From an optimization exercise on the open Yosys and OpenROAD flow, aimed at small area and few clock cycles per item; shortcuts taken in it are not production practice. At most, simulation tests tie the RTL to the original design; equivalence was not proved. Power is estimated from default activity; no workload was simulated.

==> build 45 <==
## pedal_noise_and_drift_monitor
module pedal_noise_and_drift_monitor #(
    parameter int unsigned TRAVEL_MAX = 1023
) (
    input  logic                          aclk,
    input  logic                          aresetn,
    input  logic                          s_valid,
    output logic                          s_ready,
    input  logic [52:0]                   s_data,
    output logic                          m_valid,
    input  logic                          m_ready,
    output logic [8:0]                    m_data,
    input  logic                          psel,
    input  logic                          penable,
    input  logic                          pwrite,
    input  logic [pndm_pkg::PADDR_W-1:0]  paddr,
    input  logic [31:0]                   pwdata,
    output logic [31:0]                   prdata,
    output logic                          pready
);
    pndm_pkg::in_t  s_item;
    pndm_pkg::out_t result;
    logic out_valid_reg;
    logic accept;
    assign s_item  = pndm_pkg::in_t'(s_data);
    assign s_ready = !out_valid_reg || m_ready;
    assign accept  = s_valid && s_ready;
    assign m_valid = out_valid_reg;
    assign m_data  = 9'(result);
    always_ff @(posedge aclk) begin
        if (!aresetn) begin
            out_valid_reg <= 1'b0;
        end else if (s_ready) begin
            out_valid_reg <= s_valid;
        end
    end
    pndm_pkg::cfg_t                 cfg_reg;
    logic [pndm_pkg::REG_IDX_W-1:0] idx;
    logic                 wr_en;
    assign idx    = paddr[pndm_pkg::PADDR_W-1:2];
    assign wr_en  = psel && penable && pwrite;
    assign pready = 1'b1;
    always_ff @(posedge aclk) begin
        if (!aresetn) begin
  ...
Settings: LEC_CHECK=0, ABC_AREA=1, CAP_MARGIN=20, CORE_MARGIN=2, CORE_UTILIZATION=55, SLEW_MARGIN=20, SYNTH_HIERARCHICAL=1; clock period 12.0 ns.
standard.sh (not shown) runs the stock make flow with config.mk's settings and CLKGATE_MAP_FILE= SYNTH_SCRIPT=/design/flow/synth_recipe.tcl, a recipe that flattens the netlist after the stock synthesis.
==> flow/flow/run.sh <==
#!/bin/bash
# Layout flow: the standard ORFS flow, with smaller port buffers and a
# clock tree without dummy loads. Each step's output goes to a log of its own.
set -euo pipefail
bash standard.sh synth > synth.log 2>&1
bash standard.sh \
    "BUFFER_PORTS_ARGS=-buffer_cell sky130_fd_sc_hd__buf_1" \
    "CTS_ARGS=-sink_clustering_enable -repair_clock_nets -dont_use_dummy_load -buf_list sky130_fd_sc_hd__clkbuf_8 -sink_clustering_size 16 -sink_clustering_max_diameter 40" \
    finish > layout.log 2>&1
==> trial 12: changes against build 45 <==
--- a/flow/design.v
+++ b/flow/design.v
@@ -18,14 +18,15 @@
         logic [7:0]  clutch_repeat;
         logic [31:0] window_ms_q;      
         logic [31:0] timeout_ms_q;
         logic [31:0] cooldown_ms_q;
     } cfg_t;
     localparam int PADDR_W = 5;
     localparam logic [31:0] TQ_MASK = 32'hAAAA_AAAA;
+    localparam logic [31:0] LQ_MASK = 32'h5555_5555;
     localparam int REG_IDX_W = 3;
     localparam logic [REG_IDX_W-1:0] REG_ENABLES       = 3'd0;
     localparam logic [REG_IDX_W-1:0] REG_GAS_IDLE_MAX  = 3'd1;
     localparam logic [REG_IDX_W-1:0] REG_GAS_FULL_MIN  = 3'd2;
     localparam logic [REG_IDX_W-1:0] REG_CLUTCH_MARGIN = 3'd3;
     localparam logic [REG_IDX_W-1:0] REG_CLUTCH_REPEAT = 3'd4;
     localparam logic [REG_IDX_W-1:0] REG_WINDOW_MS     = 3'd5;
@@ -62,49 +63,62 @@
 endmodule
 module pndm_nor2 (input logic a, input logic b, output logic y);
     assign y = ~(a | b);
 endmodule
 module pndm_o21ai (input logic a1, input logic a2, input logic b1, output logic y);
     assign y = ~((a1 | a2) & b1);
 endmodule
+module pndm_ha (
+    input  logic a,
+    input  logic b,
+    output logic s,
+    output logic k
+);
+    assign s = a ^ b;
+    assign k = a & b;
+endmodule
 module pndm_elapsed (
     input  logic [31:0] now_q,
     input  logic [31:0] t_q,
     input  logic [31:0] lim_q,
     output logic        over
 );
-    logic [31:0] s_q, k_q;
-    logic [31:0] tx, ty;
-    logic        w, c32;
-    for (genvar i = 0; i < 32; i++) begin : g_fa
-        pndm_fa u_fa (.a(now_q[i]), .b(t_q[i]), .c(lim_q[i]), .s(s_q[i]), .k(k_q[i]));
+    logic [32:0] c;       
+    logic [31:0] d_q;     
+    logic [31:0] unused_k;
+    logic        c_out, gt_n;
+    pndm_chain #(.N(32), .ODD_FIRST(0)) u_sub (
+        .xq(now_q), .yq(t_q), .ci(1'b1), .c(c), .co(c_out)
+    );
+    for (genvar i = 0; i < 32; i++) begin : g_d
+        pndm_fa u_d (.a(now_q[i]), .b(t_q[i]), .c(c[i]), .s(d_q[i]), .k(unused_k[i]));
     end
-    pndm_chain #(.N(32)) u_w (.xq(now_q), .yq(t_q), .ci(1'b1), .co(w));
-    assign tx = s_q;
-    assign ty = {~k_q[30:0], 1'b1};
-    pndm_chain #(.N(32)) u_t (.xq(tx), .yq(ty), .ci(1'b1), .co(c32));
-    assign over = w ? (k_q[31] & c32) : (k_q[31] ^ c32);
+    pndm_chain #(.N(32), .ODD_FIRST(1)) u_cmp (
+        .xq(d_q), .yq(lim_q), .ci(1'b1), .c(), .co(gt_n)
+    );
+    assign over = ~gt_n;
 endmodule
 module pndm_chain #(
-    parameter int N = 32
+    parameter int N = 32,
+    parameter int ODD_FIRST = 0
 ) (
     input  logic [N-1:0] xq,
     input  logic [N-1:0] yq,
     input  logic         ci,
+    output logic [N:0]   c,
     output logic         co
 );
-    logic [N:0] c;     
     assign c[0] = ci;
     for (genvar i = 0; i < N; i++) begin : g_st
         logic g, p;
-        if (i % 2 == 0) begin : g_even
+        if ((i + ODD_FIRST) % 2 == 0) begin : g_inv
             pndm_nor2  u_g (.a(xq[i]), .b(yq[i]), .y(g));
             pndm_nand2 u_p (.a(xq[i]), .b(yq[i]), .y(p));
             pndm_o21ai u_c (.a1(c[i]), .a2(g), .b1(p), .y(c[i+1]));
-        end else begin : g_odd
+        end else begin : g_true
             pndm_nand2 u_g (.a(xq[i]), .b(yq[i]), .y(g));
             pndm_nor2  u_p (.a(xq[i]), .b(yq[i]), .y(p));
             pndm_o21ai u_c (.a1(p), .a2(c[i]), .b1(g), .y(c[i+1]));
         end
     end
     assign co = c[N];
 endmodule
@@ -152,42 +166,42 @@
     always_ff @(posedge aclk) begin
         if (!aresetn) begin
             cfg_reg.enables       <= pndm_pkg::RST_ENABLES;
             cfg_reg.gas_idle_max  <= pndm_pkg::RST_GAS_IDLE_MAX;
             cfg_reg.gas_full_min  <= pndm_pkg::RST_GAS_FULL_MIN;
             cfg_reg.clutch_margin <= pndm_pkg::RST_CLUTCH_MARGIN;
             cfg_reg.clutch_repeat <= pndm_pkg::RST_CLUTCH_REPEAT;
-            cfg_reg.window_ms_q   <= pndm_pkg::RST_WINDOW_MS ^ pndm_pkg::TQ_MASK;
-            cfg_reg.timeout_ms_q  <= pndm_pkg::RST_TIMEOUT_MS ^ pndm_pkg::TQ_MASK;
-            cfg_reg.cooldown_ms_q <= pndm_pkg::RST_COOLDOWN_MS ^ pndm_pkg::TQ_MASK;
+            cfg_reg.window_ms_q   <= pndm_pkg::RST_WINDOW_MS ^ pndm_pkg::LQ_MASK;
+            cfg_reg.timeout_ms_q  <= pndm_pkg::RST_TIMEOUT_MS ^ pndm_pkg::LQ_MASK;
+            cfg_reg.cooldown_ms_q <= pndm_pkg::RST_COOLDOWN_MS ^ pndm_pkg::LQ_MASK;
         end else if (wr_en) begin
             unique case (idx)
                 pndm_pkg::REG_ENABLES:       cfg_reg.enables       <= pwdata[2:0];
                 pndm_pkg::REG_GAS_IDLE_MAX:  cfg_reg.gas_idle_max  <= pwdata[9:0];
                 pndm_pkg::REG_GAS_FULL_MIN:  cfg_reg.gas_full_min  <= pwdata[9:0];
                 pndm_pkg::REG_CLUTCH_MARGIN: cfg_reg.clutch_margin <= pwdata[9:0];
                 pndm_pkg::REG_CLUTCH_REPEAT: cfg_reg.clutch_repeat <= pwdata[7:0];
-                pndm_pkg::REG_WINDOW_MS:     cfg_reg.window_ms_q   <= pwdata ^ pndm_pkg::TQ_MASK;
-                pndm_pkg::REG_TIMEOUT_MS:    cfg_reg.timeout_ms_q  <= pwdata ^ pndm_pkg::TQ_MASK;
-                pndm_pkg::REG_COOLDOWN_MS:   cfg_reg.cooldown_ms_q <= pwdata ^ pndm_pkg::TQ_MASK;
+                pndm_pkg::REG_WINDOW_MS:     cfg_reg.window_ms_q   <= pwdata ^ pndm_pkg::LQ_MASK;
+                pndm_pkg::REG_TIMEOUT_MS:    cfg_reg.timeout_ms_q  <= pwdata ^ pndm_pkg::LQ_MASK;
+                pndm_pkg::REG_COOLDOWN_MS:   cfg_reg.cooldown_ms_q <= pwdata ^ pndm_pkg::LQ_MASK;
             endcase
         end
     end
-    always_comb begin
-        unique case (idx)
-            pndm_pkg::REG_ENABLES:       prdata = 32'(cfg_reg.enables);
-            pndm_pkg::REG_GAS_IDLE_MAX:  prdata = 32'(cfg_reg.gas_idle_max);
-            pndm_pkg::REG_GAS_FULL_MIN:  prdata = 32'(cfg_reg.gas_full_min);
-            pndm_pkg::REG_CLUTCH_MARGIN: prdata = 32'(cfg_reg.clutch_margin);
-            pndm_pkg::REG_CLUTCH_REPEAT: prdata = 32'(cfg_reg.clutch_repeat);
-            pndm_pkg::REG_WINDOW_MS:     prdata = cfg_reg.window_ms_q ^ pndm_pkg::TQ_MASK;
-            pndm_pkg::REG_TIMEOUT_MS:    prdata = cfg_reg.timeout_ms_q ^ pndm_pkg::TQ_MASK;
-            pndm_pkg::REG_COOLDOWN_MS:   prdata = cfg_reg.cooldown_ms_q ^ pndm_pkg::TQ_MASK;
-        endcase
+    logic [7:0] rsel;
+    for (genvar k = 0; k < 8; k++) begin : g_rsel
+        assign rsel[k] = (idx == 3'(k));
     end
+    assign prdata = ({32{rsel[pndm_pkg::REG_ENABLES]}}       & 32'(cfg_reg.enables))
+                  | ({32{rsel[pndm_pkg::REG_GAS_IDLE_MAX]}}  & 32'(cfg_reg.gas_idle_max))
+                  | ({32{rsel[pndm_pkg::REG_GAS_FULL_MIN]}}  & 32'(cfg_reg.gas_full_min))
+                  | ({32{rsel[pndm_pkg::REG_CLUTCH_MARGIN]}} & 32'(cfg_reg.clutch_margin))
+                  | ({32{rsel[pndm_pkg::REG_CLUTCH_REPEAT]}} & 32'(cfg_reg.clutch_repeat))
+                  | ({32{rsel[pndm_pkg::REG_WINDOW_MS]}}     & (cfg_reg.window_ms_q ^ pndm_pkg::LQ_MASK))
+                  | ({32{rsel[pndm_pkg::REG_TIMEOUT_MS]}}    & (cfg_reg.timeout_ms_q ^ pndm_pkg::LQ_MASK))
+                  | ({32{rsel[pndm_pkg::REG_COOLDOWN_MS]}}   & (cfg_reg.cooldown_ms_q ^ pndm_pkg::LQ_MASK));
     function automatic logic cmp32(input logic [31:0] a, input logic [31:0] b,
                                    input logic ci);
         logic c;
         c = ci;
         for (int i = 0; i < 32; i++) begin
             c = (a[i] & ~b[i]) | ((a[i] | ~b[i]) & c);
         end
@@ -227,26 +241,31 @@
     assign is_rc  = s_item.mode;
     assign en_c   = cfg_reg.enables[pndm_pkg::EN_CLUTCH];
     assign en_g   = cfg_reg.enables[pndm_pkg::EN_GAS];
     assign step_s = accept && !is_rc;
     assign step_c = step_s && en_c;
     assign step_g = step_s && en_g;
     assign now_q = s_item.now_ms ^ ~pndm_pkg::TQ_MASK;
+    for (genvar i = 0; i < 10; i++) begin : g_mirror
+        logic unused_g, unused_c;
+        pndm_ha u_g (.a(s_item.raw_gas[i]), .b(cfg_reg.enables[pndm_pkg::EN_MIRROR]),
+                     .s(gas[i]), .k(unused_g));
+        pndm_ha u_c (.a(s_item.raw_clutch[i]), .b(cfg_reg.enables[pndm_pkg::EN_MIRROR]),
+                     .s(clutch[i]), .k(unused_c));
+    end
     pndm_elapsed u_exp_act (
         .now_q (now_q), .t_q (activity_time_q_reg), .lim_q (cfg_reg.timeout_ms_q), .over (exp_act)
     );
     pndm_elapsed u_exp_full (
         .now_q (now_q), .t_q (full_time_q_reg), .lim_q (cfg_reg.window_ms_q), .over (exp_full)
     );
     pndm_elapsed u_exp_alert (
         .now_q (now_q), .t_q (alert_time_q_reg), .lim_q (cfg_reg.cooldown_ms_q), .over (exp_alert)
     );
     always_comb begin
-        gas    = s_item.raw_gas    ^ {10{cfg_reg.enables[pndm_pkg::EN_MIRROR]}};
-        clutch = s_item.raw_clutch ^ {10{cfg_reg.enables[pndm_pkg::EN_MIRROR]}};
         g25     = 15'(add32(32'({gas, 4'd0}), add32(32'({gas, 3'd0}), 32'(gas), 1'b0), 1'b0));
         pct_sum = 18'(add32(32'({g25, 2'd0}), 32'(g25[14:8]), 1'b1));
         gas_pct = pct_sum[16:10];
         gas_idle  = !cmp32(32'(gas), 32'(cfg_reg.gas_idle_max), 1'b0);
         dc        = 11'(add32(32'(clutch), ~(32'(prev_clutch_reg)), 1'b1));
         near      = cmp32(32'(cfg_reg.clutch_margin),
                           32'(dc[9:0] ^ {10{dc[10]}}), !dc[10]);
@@ -263,15 +282,21 @@
                    && exp_full && exp_alert;
         gas_fire    = racing_new && !at_full && window_due
                    && cmp32(32'(peak_max), 32'(pndm_pkg::MIN_USAGE_PCT), 1'b0);
     end
     assign result.clutch_alert = clutch_alert_reg;
     assign result.gas_alert    = gas_alert_reg;
     assign result.gas_percent  = gas_alert_reg ? peak_pct_reg : 7'd0;
-    assign now_dq   = (s_item.now_ms & {32{aresetn}}) ^ pndm_pkg::TQ_MASK;
+    for (genvar i = 0; i < 32; i++) begin : g_now_d
+        if (pndm_pkg::TQ_MASK[i]) begin : g_inv
+            pndm_nand2 u_d (.a(now_q[i]), .b(aresetn), .y(now_dq[i]));
+        end else begin : g_true
+            pndm_nor2 u_d (.a(now_q[i]), .b(!aresetn), .y(now_dq[i]));
+        end
+    end
     assign ld_full  = !aresetn || (accept && is_rc)
                    || (step_g && (restart || (racing_new && at_full)));
     assign ld_act   = !aresetn || (accept && is_rc) || (step_g && !gas_idle);
     assign ld_alert = !aresetn || (step_g && gas_fire);
     assign ld_prev  = !aresetn || (accept && is_rc) || step_c;
     always_ff @(posedge aclk) begin
         if (ld_full) full_time_q_reg <= now_dq;
==> flow/flow/run.sh (replaced) <==
#!/bin/bash
# Layout flow: the standard ORFS flow, with smaller port buffers and a
# clock tree without dummy loads. Each step's output goes to a log of its own.
set -euo pipefail
bash standard.sh synth > synth.log 2>&1
bash standard.sh \
    "BUFFER_PORTS_ARGS=-buffer_cell sky130_fd_sc_hd__buf_1" \
    "CTS_ARGS=-sink_clustering_enable -repair_clock_nets -dont_use_dummy_load -root_buf sky130_fd_sc_hd__clkbuf_8 -buf_list sky130_fd_sc_hd__clkbuf_4 -sink_clustering_size 8 -sink_clustering_max_diameter 80" \
    RECOVER_POWER=100 \
    finish > layout.log 2>&1
- CORE_UTILIZATION: 55 -> 80
==> trial 69: changes against build 45 <==
--- a/flow/design.v
+++ b/flow/design.v
@@ -18,14 +18,15 @@
         logic [7:0]  clutch_repeat;
         logic [31:0] window_ms_q;      
         logic [31:0] timeout_ms_q;
         logic [31:0] cooldown_ms_q;
     } cfg_t;
     localparam int PADDR_W = 5;
     localparam logic [31:0] TQ_MASK = 32'hAAAA_AAAA;
+    localparam logic [31:0] LQ_MASK = 32'h5555_5555;
     localparam int REG_IDX_W = 3;
     localparam logic [REG_IDX_W-1:0] REG_ENABLES       = 3'd0;
     localparam logic [REG_IDX_W-1:0] REG_GAS_IDLE_MAX  = 3'd1;
     localparam logic [REG_IDX_W-1:0] REG_GAS_FULL_MIN  = 3'd2;
     localparam logic [REG_IDX_W-1:0] REG_CLUTCH_MARGIN = 3'd3;
     localparam logic [REG_IDX_W-1:0] REG_CLUTCH_REPEAT = 3'd4;
     localparam logic [REG_IDX_W-1:0] REG_WINDOW_MS     = 3'd5;
@@ -68,43 +69,47 @@
 endmodule
 module pndm_elapsed (
     input  logic [31:0] now_q,
     input  logic [31:0] t_q,
     input  logic [31:0] lim_q,
     output logic        over
 );
-    logic [31:0] s_q, k_q;
-    logic [31:0] tx, ty;
-    logic        w, c32;
-    for (genvar i = 0; i < 32; i++) begin : g_fa
-        pndm_fa u_fa (.a(now_q[i]), .b(t_q[i]), .c(lim_q[i]), .s(s_q[i]), .k(k_q[i]));
+    logic [32:0] c;       
+    logic [31:0] d_q;     
+    logic [31:0] unused_k;
+    logic        c_out, gt_n;
+    pndm_chain #(.N(32), .ODD_FIRST(0)) u_sub (
+        .xq(now_q), .yq(t_q), .ci(1'b1), .c(c), .co(c_out)
+    );
+    for (genvar i = 0; i < 32; i++) begin : g_d
+        pndm_fa u_d (.a(now_q[i]), .b(t_q[i]), .c(c[i]), .s(d_q[i]), .k(unused_k[i]));
     end
-    pndm_chain #(.N(32)) u_w (.xq(now_q), .yq(t_q), .ci(1'b1), .co(w));
-    assign tx = s_q;
-    assign ty = {~k_q[30:0], 1'b1};
-    pndm_chain #(.N(32)) u_t (.xq(tx), .yq(ty), .ci(1'b1), .co(c32));
-    assign over = w ? (k_q[31] & c32) : (k_q[31] ^ c32);
+    pndm_chain #(.N(32), .ODD_FIRST(1)) u_cmp (
+        .xq(d_q), .yq(lim_q), .ci(1'b1), .c(), .co(gt_n)
+    );
+    assign over = ~gt_n;
 endmodule
 module pndm_chain #(
-    parameter int N = 32
+    parameter int N = 32,
+    parameter int ODD_FIRST = 0
 ) (
     input  logic [N-1:0] xq,
     input  logic [N-1:0] yq,
     input  logic         ci,
+    output logic [N:0]   c,
     output logic         co
 );
-    logic [N:0] c;     
     assign c[0] = ci;
     for (genvar i = 0; i < N; i++) begin : g_st
         logic g, p;
-        if (i % 2 == 0) begin : g_even
+        if ((i + ODD_FIRST) % 2 == 0) begin : g_inv
             pndm_nor2  u_g (.a(xq[i]), .b(yq[i]), .y(g));
             pndm_nand2 u_p (.a(xq[i]), .b(yq[i]), .y(p));
             pndm_o21ai u_c (.a1(c[i]), .a2(g), .b1(p), .y(c[i+1]));
-        end else begin : g_odd
+        end else begin : g_true
             pndm_nand2 u_g (.a(xq[i]), .b(yq[i]), .y(g));
             pndm_nor2  u_p (.a(xq[i]), .b(yq[i]), .y(p));
             pndm_o21ai u_c (.a1(p), .a2(c[i]), .b1(g), .y(c[i+1]));
         end
     end
     assign co = c[N];
 endmodule
@@ -152,40 +157,40 @@
     always_ff @(posedge aclk) begin
         if (!aresetn) begin
             cfg_reg.enables       <= pndm_pkg::RST_ENABLES;
             cfg_reg.gas_idle_max  <= pndm_pkg::RST_GAS_IDLE_MAX;
             cfg_reg.gas_full_min  <= pndm_pkg::RST_GAS_FULL_MIN;
             cfg_reg.clutch_margin <= pndm_pkg::RST_CLUTCH_MARGIN;
             cfg_reg.clutch_repeat <= pndm_pkg::RST_CLUTCH_REPEAT;
-            cfg_reg.window_ms_q   <= pndm_pkg::RST_WINDOW_MS ^ pndm_pkg::TQ_MASK;
-            cfg_reg.timeout_ms_q  <= pndm_pkg::RST_TIMEOUT_MS ^ pndm_pkg::TQ_MASK;
-            cfg_reg.cooldown_ms_q <= pndm_pkg::RST_COOLDOWN_MS ^ pndm_pkg::TQ_MASK;
+            cfg_reg.window_ms_q   <= pndm_pkg::RST_WINDOW_MS ^ pndm_pkg::LQ_MASK;
+            cfg_reg.timeout_ms_q  <= pndm_pkg::RST_TIMEOUT_MS ^ pndm_pkg::LQ_MASK;
+            cfg_reg.cooldown_ms_q <= pndm_pkg::RST_COOLDOWN_MS ^ pndm_pkg::LQ_MASK;
         end else if (wr_en) begin
             unique case (idx)
                 pndm_pkg::REG_ENABLES:       cfg_reg.enables       <= pwdata[2:0];
                 pndm_pkg::REG_GAS_IDLE_MAX:  cfg_reg.gas_idle_max  <= pwdata[9:0];
                 pndm_pkg::REG_GAS_FULL_MIN:  cfg_reg.gas_full_min  <= pwdata[9:0];
                 pndm_pkg::REG_CLUTCH_MARGIN: cfg_reg.clutch_margin <= pwdata[9:0];
                 pndm_pkg::REG_CLUTCH_REPEAT: cfg_reg.clutch_repeat <= pwdata[7:0];
-                pndm_pkg::REG_WINDOW_MS:     cfg_reg.window_ms_q   <= pwdata ^ pndm_pkg::TQ_MASK;
-                pndm_pkg::REG_TIMEOUT_MS:    cfg_reg.timeout_ms_q  <= pwdata ^ pndm_pkg::TQ_MASK;
-                pndm_pkg::REG_COOLDOWN_MS:   cfg_reg.cooldown_ms_q <= pwdata ^ pndm_pkg::TQ_MASK;
+                pndm_pkg::REG_WINDOW_MS:     cfg_reg.window_ms_q   <= pwdata ^ pndm_pkg::LQ_MASK;
+                pndm_pkg::REG_TIMEOUT_MS:    cfg_reg.timeout_ms_q  <= pwdata ^ pndm_pkg::LQ_MASK;
+                pndm_pkg::REG_COOLDOWN_MS:   cfg_reg.cooldown_ms_q <= pwdata ^ pndm_pkg::LQ_MASK;
             endcase
         end
     end
     always_comb begin
         unique case (idx)
             pndm_pkg::REG_ENABLES:       prdata = 32'(cfg_reg.enables);
             pndm_pkg::REG_GAS_IDLE_MAX:  prdata = 32'(cfg_reg.gas_idle_max);
             pndm_pkg::REG_GAS_FULL_MIN:  prdata = 32'(cfg_reg.gas_full_min);
             pndm_pkg::REG_CLUTCH_MARGIN: prdata = 32'(cfg_reg.clutch_margin);
             pndm_pkg::REG_CLUTCH_REPEAT: prdata = 32'(cfg_reg.clutch_repeat);
-            pndm_pkg::REG_WINDOW_MS:     prdata = cfg_reg.window_ms_q ^ pndm_pkg::TQ_MASK;
-            pndm_pkg::REG_TIMEOUT_MS:    prdata = cfg_reg.timeout_ms_q ^ pndm_pkg::TQ_MASK;
-            pndm_pkg::REG_COOLDOWN_MS:   prdata = cfg_reg.cooldown_ms_q ^ pndm_pkg::TQ_MASK;
+            pndm_pkg::REG_WINDOW_MS:     prdata = cfg_reg.window_ms_q ^ pndm_pkg::LQ_MASK;
+            pndm_pkg::REG_TIMEOUT_MS:    prdata = cfg_reg.timeout_ms_q ^ pndm_pkg::LQ_MASK;
+            pndm_pkg::REG_COOLDOWN_MS:   prdata = cfg_reg.cooldown_ms_q ^ pndm_pkg::LQ_MASK;
         endcase
     end
     function automatic logic cmp32(input logic [31:0] a, input logic [31:0] b,
                                    input logic ci);
         logic c;
         c = ci;
         for (int i = 0; i < 32; i++) begin
==> flow/flow/run.sh (replaced) <==
#!/bin/bash
# Layout flow: the standard ORFS flow, with smaller port buffers and a
# clock tree without dummy loads. Each step's output goes to a log of its own.
set -euo pipefail
bash standard.sh synth > synth.log 2>&1
bash standard.sh \
    "BUFFER_PORTS_ARGS=-buffer_cell sky130_fd_sc_hd__buf_1" \
    "CTS_ARGS=-sink_clustering_enable -repair_clock_nets -dont_use_dummy_load -root_buf sky130_fd_sc_hd__clkbuf_8 -buf_list sky130_fd_sc_hd__clkbuf_4 -sink_clustering_size 10 -sink_clustering_max_diameter 35" \
    finish > layout.log 2>&1
- CORE_UTILIZATION: 55 -> 70
==> notes <==
- Build 45 finished clean. Trial 12 finished but failed the layout checks on max-capacitance violations, max-slew violations. Trial 69 finished clean.
- Clock skew, lowest first: trial 12, build 45, trial 69.
- The lowest wire length belongs to trial 69, the highest to build 45.
- Sequential cell count is the same in trial 69 and trial 12.
- The lowest setup slack belongs to trial 12, the highest to build 45.
- The highest clock power belongs to build 45, the lowest to trial 12.
Testbench counts of trial 12, summed over its fixed seeds: cycles 16,008, items 16,000.
Testbench counts of trial 69, summed over its fixed seeds: cycles 16,008, items 16,000.
Only the layout flow was run in build 45; the RTL was not checked for function there.

re-timing with driven ports:
No port has a modelled driver above. Below, the same layouts with a new extraction and two added sets of constraints.
Step 1: set_driving_cell puts a clkbuf_16 on aclk and a buf_2 on each other input, an assumption about the parent block.
Step 2 moves the port delays by t, midway between the first and last clock arrival at a register: inputs arrive t later, outputs are due t later. That takes back most of the time a late clock gives input paths.
Slacks: ideal / step 1 / step 2; pairs: ideal / step 1.
run	t, ns	setup WS [ns]	worst slew at a driven data input, ns
build 45	0.604	1.458 / 1.486 / 0.882	0.08
trial 12	0.569	1.120 / 1.138 / 0.570	0.09
trial 69	0.585	1.416 / 1.439 / 0.854	0.07
The setup slack of build 45, which loses most, moves by +0.028 ns with the drivers and by -0.576 ns with both steps.
